Background: an optimization exercise with open tools, aiming at small area. Do not read the settings as production practice.
The RTL was checked by simulation tests, not by an equivalence proof against the original design.
No activity file was given, so power comes from the tool's default toggle rates.

## run A
## hdc_frame_assembler
module hdc_frame_assembler #(
  parameter int CHANNELS = hdc_frame_assembler_pkg::INPUT_CHANNELS,
  parameter int SAMPLE_W = hdc_frame_assembler_pkg::RAW_WIDTH,
  parameter int LANE_W   = 16
) (
  input  logic                         Clk_CI,
  input  logic                         Reset_RI,
  input  logic                         SampleValid_SI,
  output logic                         SampleReady_SO,
  input  logic [SAMPLE_W-1:0]          Sample_DI,
  input  logic                         SampleLast_SI,
  input  logic [hdc_frame_assembler_pkg::MODE_W-1:0]            ModeIn_SI,
  input  logic [hdc_frame_assembler_pkg::LABEL_W-1:0]           LabelIn_DI,
  output logic [hdc_frame_assembler_pkg::idxWidth(CHANNELS)-1:0] ChannelIdx_DO,
  output logic                         ValidOut_SO,
  input  logic                         ReadyIn_SI,
  output logic [hdc_frame_assembler_pkg::MODE_W-1:0]            ModeOut_SO,
  output logic [hdc_frame_assembler_pkg::LABEL_W-1:0]           LabelOut_DO,
  output logic [CHANNELS*LANE_W-1:0]   Raw_DO,
  output logic                         FrameError_SO
);
  localparam int IDX_W = hdc_frame_assembler_pkg::idxWidth(CHANNELS);
  localparam int PK_W  = CHANNELS * SAMPLE_W;
  logic               sampleReady;
  logic [IDX_W-1:0]   chanIdx;
  logic               frameError;
  logic               slotValid;
  logic [SAMPLE_W-1:0] collectLane [CHANNELS];
  logic [hdc_frame_assembler_pkg::MODE_W-1:0]  collectMode;
  logic [hdc_frame_assembler_pkg::LABEL_W-1:0] collectLabel;
  logic accept, atLastIdx, complete, framingErr, slotFree, slotLoad;
  ...
==> flow/config.mk <==
export PLATFORM = sky130hd
export DESIGN_NAME = hdc_frame_assembler
export DESIGN_NICKNAME = hdc_frame_assembler
export VERILOG_FILES = /design/flow/design.v
export SDC_FILE = /design/flow/constraint.sdc
export NUM_CORES = 4
export LEC_CHECK = 0
export CAP_MARGIN = 20
export CORE_MARGIN = 2
export CORE_UTILIZATION = 40
export SLEW_MARGIN = 20
==> flow/constraint.sdc <==
create_clock -name core_clock -period 4.0 [get_ports {Clk_CI}]
set_input_delay 0.8000 -clock core_clock [delete_from_list [all_inputs] [get_ports {Clk_CI}]]
set_output_delay 0.8000 -clock core_clock [all_outputs]
set_load 0.01 [all_outputs]
run.sh (not shown) runs the stock make flow with config.mk's settings and CLKGATE_MAP_FILE= SYNTH_SCRIPT=/design/flow/synth_recipe.tcl, a recipe that flattens the netlist after the stock synthesis.
## Diff of input files: run B against run A
Settings: setting GPL_TIMING_DRIVEN to 0 for the first time; changing CORE_UTILIZATION from 40 to 70.
==> flow/flow/run.sh (new file) <==
#!/bin/bash
# Standard ORFS layout (standard.sh, unchanged synthesis) with these changes:
# port buffers use the smallest buffer cell, the first fanout repair may not
# use the largest buffers, and the clock tree uses clkbuf_8 with small sink
# clusters and no dummy loads.
set -e
HERE=$(cd "$(dirname "$0")" && pwd)
export BUFFER_PORTS_ARGS="-buffer_cell sky130_fd_sc_hd__buf_1"
export PRE_RESIZE_TCL="$HERE/pre_resize.tcl"
export CTS_ARGS="-sink_clustering_enable -repair_clock_nets -buf_list sky130_fd_sc_hd__clkbuf_8 -sink_clustering_size 16 -sink_clustering_max_diameter 50 -dont_use_dummy_load"
bash standard.sh > standard.log 2>&1
==> flow/flow/pre_resize.tcl (new file) <==
# Keep the first fanout repair from building trees of the largest buffers.
set_dont_use {sky130_fd_sc_hd__buf_12 sky130_fd_sc_hd__buf_16 sky130_fd_sc_hd__clkbuf_16}
==> flow/standard.sh (new file) <==
#!/bin/bash
# synth_recipe.tcl (not shown) runs the flow's synth.tcl, then flattens the netlist and writes it again
# the make line also repeats each setting of config.mk as NAME=value (left out here)
make -C /OpenROAD-flow-scripts/flow DESIGN_CONFIG=/design/flow/config.mk WORK_HOME=/design/flow/orfs CLKGATE_MAP_FILE= SYNTH_SCRIPT=/design/flow/synth_recipe.tcl "${@:-finish}"
removed: flow/run.sh
Results
Compared with run A, in run B design area went down, ratio of total power to cell area went down.
Sort run A and run B by cell row count, descending, and run A comes first.
Run B — synthesis-to-finish area growth 17 points lower, run A as reference
A top layer reached by signal wires of met5 is what run B shows, while met4 belongs to run A.
Of run A and run B, the run reporting the higher sequential cell area share was run B.
Taking run A as the reference point, the floorplan die area of run B falls by 42%.
Compare run A and run B | clock-buffer cell count lower: run B
--- input diff run B..run C ---
==> flow/flow/run.sh <==
#!/bin/bash
# Standard ORFS layout (standard.sh, unchanged synthesis) with two changes:
# port buffers use the smallest buffer cell, and the clock tree uses
# clkbuf_8 with small sink clusters and no dummy loads.
set -e
export BUFFER_PORTS_ARGS="-buffer_cell sky130_fd_sc_hd__buf_1"
export CTS_ARGS="-sink_clustering_enable -repair_clock_nets -buf_list sky130_fd_sc_hd__clkbuf_8 -sink_clustering_size 16 -sink_clustering_max_diameter 50 -dont_use_dummy_load"
bash standard.sh > standard.log 2>&1
removed: flow/flow/pre_resize.tcl
Results
Status: internal power parity (run B, run C)
Run C vs. run B: routed wire length was more or less identical; initial DRC count shows a reduction of about 9%; clock tree cell share of total cell area comparable; non-clock buffer count in the final layout higher; power stayed essentially flat.
Between run C and run B, the difference in detailed-route via count is negligible.
Diff run C..run B | highest cell delay on the worst timing path | negligible
Final cell area: run C above run B
Relative to run B, the clock-buffer cell count measured on run C has increased slightly.
Delta(switching power total, run C - run B) < 0
### run C -> run D
Settings: a change of CORE_UTILIZATION from 70 to 75; an added PLACE_DENSITY of 0.85.
==> flow/flow/run.sh <==
#!/bin/bash
# Standard ORFS layout (standard.sh, unchanged synthesis) with these changes:
# port buffers use the smallest buffer cell, the first fanout repair may not
# use the largest buffers, and the clock tree uses clkbuf_8 with small sink
# clusters and no dummy loads.
set -e
HERE=$(cd "$(dirname "$0")" && pwd)
export BUFFER_PORTS_ARGS="-buffer_cell sky130_fd_sc_hd__buf_1"
export PRE_RESIZE_TCL="$HERE/pre_resize.tcl"
export CTS_ARGS="-sink_clustering_enable -repair_clock_nets -buf_list sky130_fd_sc_hd__clkbuf_8 -sink_clustering_size 16 -sink_clustering_max_diameter 50 -dont_use_dummy_load"
bash standard.sh > standard.log 2>&1
==> flow/flow/pre_resize.tcl (new file) <==
# Keep the first fanout repair from building trees of the largest buffers.
set_dont_use {sky130_fd_sc_hd__buf_12 sky130_fd_sc_hd__buf_16 sky130_fd_sc_hd__clkbuf_16}
Findings:
Of run D and run C, only run C finishes the flow clean. Run D against run C: synthesized area per cell closely matched the old numbers, synthesized cell count held, count of standard-cell rows shrank by 3.7%, synthesized-area fraction occupied by adder cells about even, die outline width lost 3.3%.

-- afterwards: timing with drivers on the ports --
In the flow no input, the clock included, has a driving cell. The finished layouts below were timed again as built, in two steps. Step 1 (the two cells are an assumption about what drives the block):
set clk [get_ports {Clk_CI}]
set_driving_cell -lib_cell sky130_fd_sc_hd__clkbuf_16 $clk
set_driving_cell -lib_cell sky130_fd_sc_hd__buf_2 [delete_from_list [all_inputs] $clk]
Step 2 also shifts input and output timing later by t, the mid clock arrival at the registers, as if the neighbouring blocks saw the same clock. Three values: no drivers, after step 1, after step 2; two values: the first two.
run | t (ns) | setup WS [ns] | hold slack, ns | latest minus earliest clock arrival (ns) | worst register clock-pin slew, ns
run A | 0.859 | 0.843 / 0.762 / 0.669 | 0.273 / 0.224 / 0.389 | 0.050 / 0.049 | 0.07 / 0.07
run B | 0.858 | 0.292 / 0.292 / 0.292 | 0.144 / 0.104 / 0.366 | 0.090 / 0.091 | 0.11 / 0.11
run C | 0.865 | 0.208 / 0.208 / 0.208 | 0.143 / 0.101 / 0.365 | 0.080 / 0.080 | 0.10 / 0.10
After both steps every run listed still meets setup and hold. For run A, which loses most, drivers alone change the setup slack by -0.081 ns; drivers and shift together by -0.174 ns.
